This design comes from an exercise in tuning for small area, a short achievable clock period and few clock cycles per item on the open sky130 flow, not from production work.
Only simulation tests tie the RTL to the original design; equivalence was not proved.
No activity file was given, so power comes from the tool's default toggle rates.

## old
Design least_rotation_finder, start of the top module:
module least_rotation_finder (
  input  logic               clk_i,
  input  logic               rst_ni,
  input  logic               start,
  output logic               busy,
  input  lrf_pkg::in_item_t  in_item_i,
  output lrf_pkg::out_item_t out_item_o,
  output logic               out_strobe_o
);
  localparam int unsigned SW = lrf_pkg::SW;
  localparam int unsigned CW = lrf_pkg::CW;
  localparam int unsigned DW = lrf_pkg::DATA_W;
  logic          busy_q;
  logic [CW-1:0] lcnt_q;     
  logic          ldrop_q;    
  logic [SW-1:0] lbase_q;    
  logic          lwait_q;    
  logic          lfollow_q;  
  logic          wr_en_q;
  logic          wr_fin_q;
  logic [SW-1:0] wr_pos_q;
  logic [SW-1:0] wr_slot_q;
  logic [DW-1:0] wr_data_q;
  logic [SW-1:0] wr_base_q;
  logic [CW-1:0] wr_n_q;
  logic          wr_drop_q;
  logic [SW-1:0] tbase_q;
  logic [CW-1:0] nl_q;
  logic [SW-1:0] sqb_q [2];
  logic [CW-1:0] sqn_q [2];
  logic          sqd_q [2];
  logic          sh_q;
  logic [1:0]    nq_q;
  logic [SW-1:0] qbase_q [4];
  logic [CW-1:0] qn_q    [4];
  logic          qd_q    [4];
  logic [SW-1:0] qb_q    [4];
  logic [1:0]    hd_q;
  logic [2:0]    cnt_q;
  logic [63:0]   occ_q;
  logic          oact_q;
  logic [SW-1:0] po_q;       
  logic [CW-1:0] olx_q;      
  logic [CW-1:0] ocnt_q;     
  logic [SW-1:0] obase_q;
  logic [CW-1:0] on_q;
  logic          odr_q;
  logic          ostb_q;
  logic [DW-1:0] odat_q;
  logic          ofin_q;
  logic          odrop_q;
  logic [SW-1:0] ra, rb;
  logic [DW-1:0] da, db, dout;
  lrf_datapath u_datapath (
    .clk_i (clk_i),
    .we_i  (wr_en_q),
    .wa_i  (wr_slot_q),
    .wd_i  (wr_data_q),
    .ra_i  (ra),
    .rb_i  (rb),
    .ro_i  (po_q),
    .da_o  (da),
  ...
export LEC_CHECK = 0
export CAP_MARGIN = 20
export CORE_MARGIN = 2
export CORE_UTILIZATION = 40
export SETUP_SLACK_MARGIN = 4.7
export SLEW_MARGIN = 20
export TNS_END_PERCENT = 100
create_clock -name core_clock -period 8.0 [get_ports {clk_i}]
run.sh (not shown) runs the stock make flow with config.mk's settings and CLKGATE_MAP_FILE= SYNTH_SCRIPT=/design/flow/synth_recipe.tcl, a recipe that flattens the netlist after the stock synthesis.
Testbench counts of old, summed over its fixed seeds: cycles 8,993, elements 6,599.
Modified inputs, new compared to old
--- a/flow/design.v
+++ b/flow/design.v
@@ -399,44 +399,20 @@
     .db_o  (db),
     .do_o  (dout)
   );
   logic          s_open, s_done, take, grab;
   logic [SW-1:0] s_base, s_nbase, s_best;
   logic [CW-1:0] s_n;
   logic          sh1;
   assign sh1     = !sh_q;
-  logic          s_open_q;
-  logic [SW-1:0] s_base_q, s_nbase_q;
-  logic [CW-1:0] s_n_q;
-  logic [1:0]    nq_n;
-  logic          sh_n, wtl;
-  logic [SW-1:0] tbase_n, sqb_n0, sqb_n1;
-  logic [CW-1:0] sqn_n0, sqn_n1;
-  assign nq_n    = nq_q + 2'(wr_fin_q) - 2'(take);
-  assign sh_n    = take ? sh1 : sh_q;
-  assign wtl     = sh_q ^ nq_q[0];
-  assign tbase_n = (wr_en_q && (wr_pos_q == '0)) ? wr_base_q : tbase_q;
-  assign sqb_n0  = (wr_fin_q && !wtl) ? wr_base_q : sqb_q[0];
-  assign sqb_n1  = (wr_fin_q &&  wtl) ? wr_base_q : sqb_q[1];
-  assign sqn_n0  = (wr_fin_q && !wtl) ? wr_n_q : sqn_q[0];
-  assign sqn_n1  = (wr_fin_q &&  wtl) ? wr_n_q : sqn_q[1];
-  always_ff @(posedge clk_i or negedge rst_ni) begin
-    if (!rst_ni) s_open_q <= 1'b1;
-    else         s_open_q <= (nq_n == 2'd0);
-  end
-  always_ff @(posedge clk_i) begin
-    s_n_q     <= sh_n ? sqn_n1 : sqn_n0;
-    s_base_q  <= (nq_n == 2'd0) ? tbase_n : (sh_n ? sqb_n1 : sqb_n0);
-    s_nbase_q <= (nq_n == 2'd2) ? (sh_n ? sqb_n0 : sqb_n1) : tbase_n;
-  end
-  assign s_open  = s_open_q;
-  assign s_base  = s_base_q;
-  assign s_n     = s_n_q;
-  assign s_nbase = s_nbase_q;
+  assign s_open  = (nq_q == 2'd0);
+  assign s_base  = s_open ? tbase_q : sqb_q[sh_q];
+  assign s_n     = sqn_q[sh_q];
+  assign s_nbase = (nq_q == 2'd2) ? sqb_q[sh1] : tbase_q;
   assign take    = s_done && (cnt_q != 3'd4);
   assign grab    = (wr_fin_q && ((nq_q == 2'd0) || ((nq_q == 2'd1) && take))) ||
                    (take && (nq_q == 2'd2));
   lrf_ctrl u_ctrl (
     .clk_i   (clk_i),
     .we_i    (wr_en_q),
     .wa_i    (wr_slot_q),
     .wpos_i  (wr_pos_q),
### Flow results
Power in sequential cells went down by a few percent going from old to new. ~same detailed-route vias per instance in old and new. Diff old -> new | number of nets produced by synthesis | up slightly. Between new and old, the die area does not differ in any meaningful way. Max-slew violation count: new vs old identical. Going from old to new, summed instance area of the synthesized netlist has remained practically unchanged; global-route wire length before repair +0.91%. Diff old -> new: stage delay of the slowest cell on the critical path increased 120 ps, half-perimeter wire length of the detailed placement result dropped 5800 µm. Global-route usage: new vs old up 0.28 points.
Testbench counts of new, summed over its fixed seeds: cycles 8,993, elements 6,599.

==> afterwards: timing with drivers on the ports <==
In the flow no input, the clock included, has a driving cell. The finished layouts below were timed again as built, in two steps. Step 1 assumes that a clkbuf_16 drives the clock port and a buf_2 every other input. Step 2 adds t to the input delays and takes it off the output delays; t is the mean of the earliest and latest rising clock arrival at the registers after step 1. Input paths then give back, and output paths get back, about the clock's delay inside the block. a / b / c = no drivers / after step 1 / after step 2; a / b = the first two.
run | shift t [ns] | slack for setup (ns) | worst data-port slew with drivers (ns)
old | 1.028 | 4.106 / 4.106 / 4.106 | 0.20
new | 1.040 | 3.945 / 3.945 / 3.945 | 0.18
After both steps every run listed still meets setup and hold.
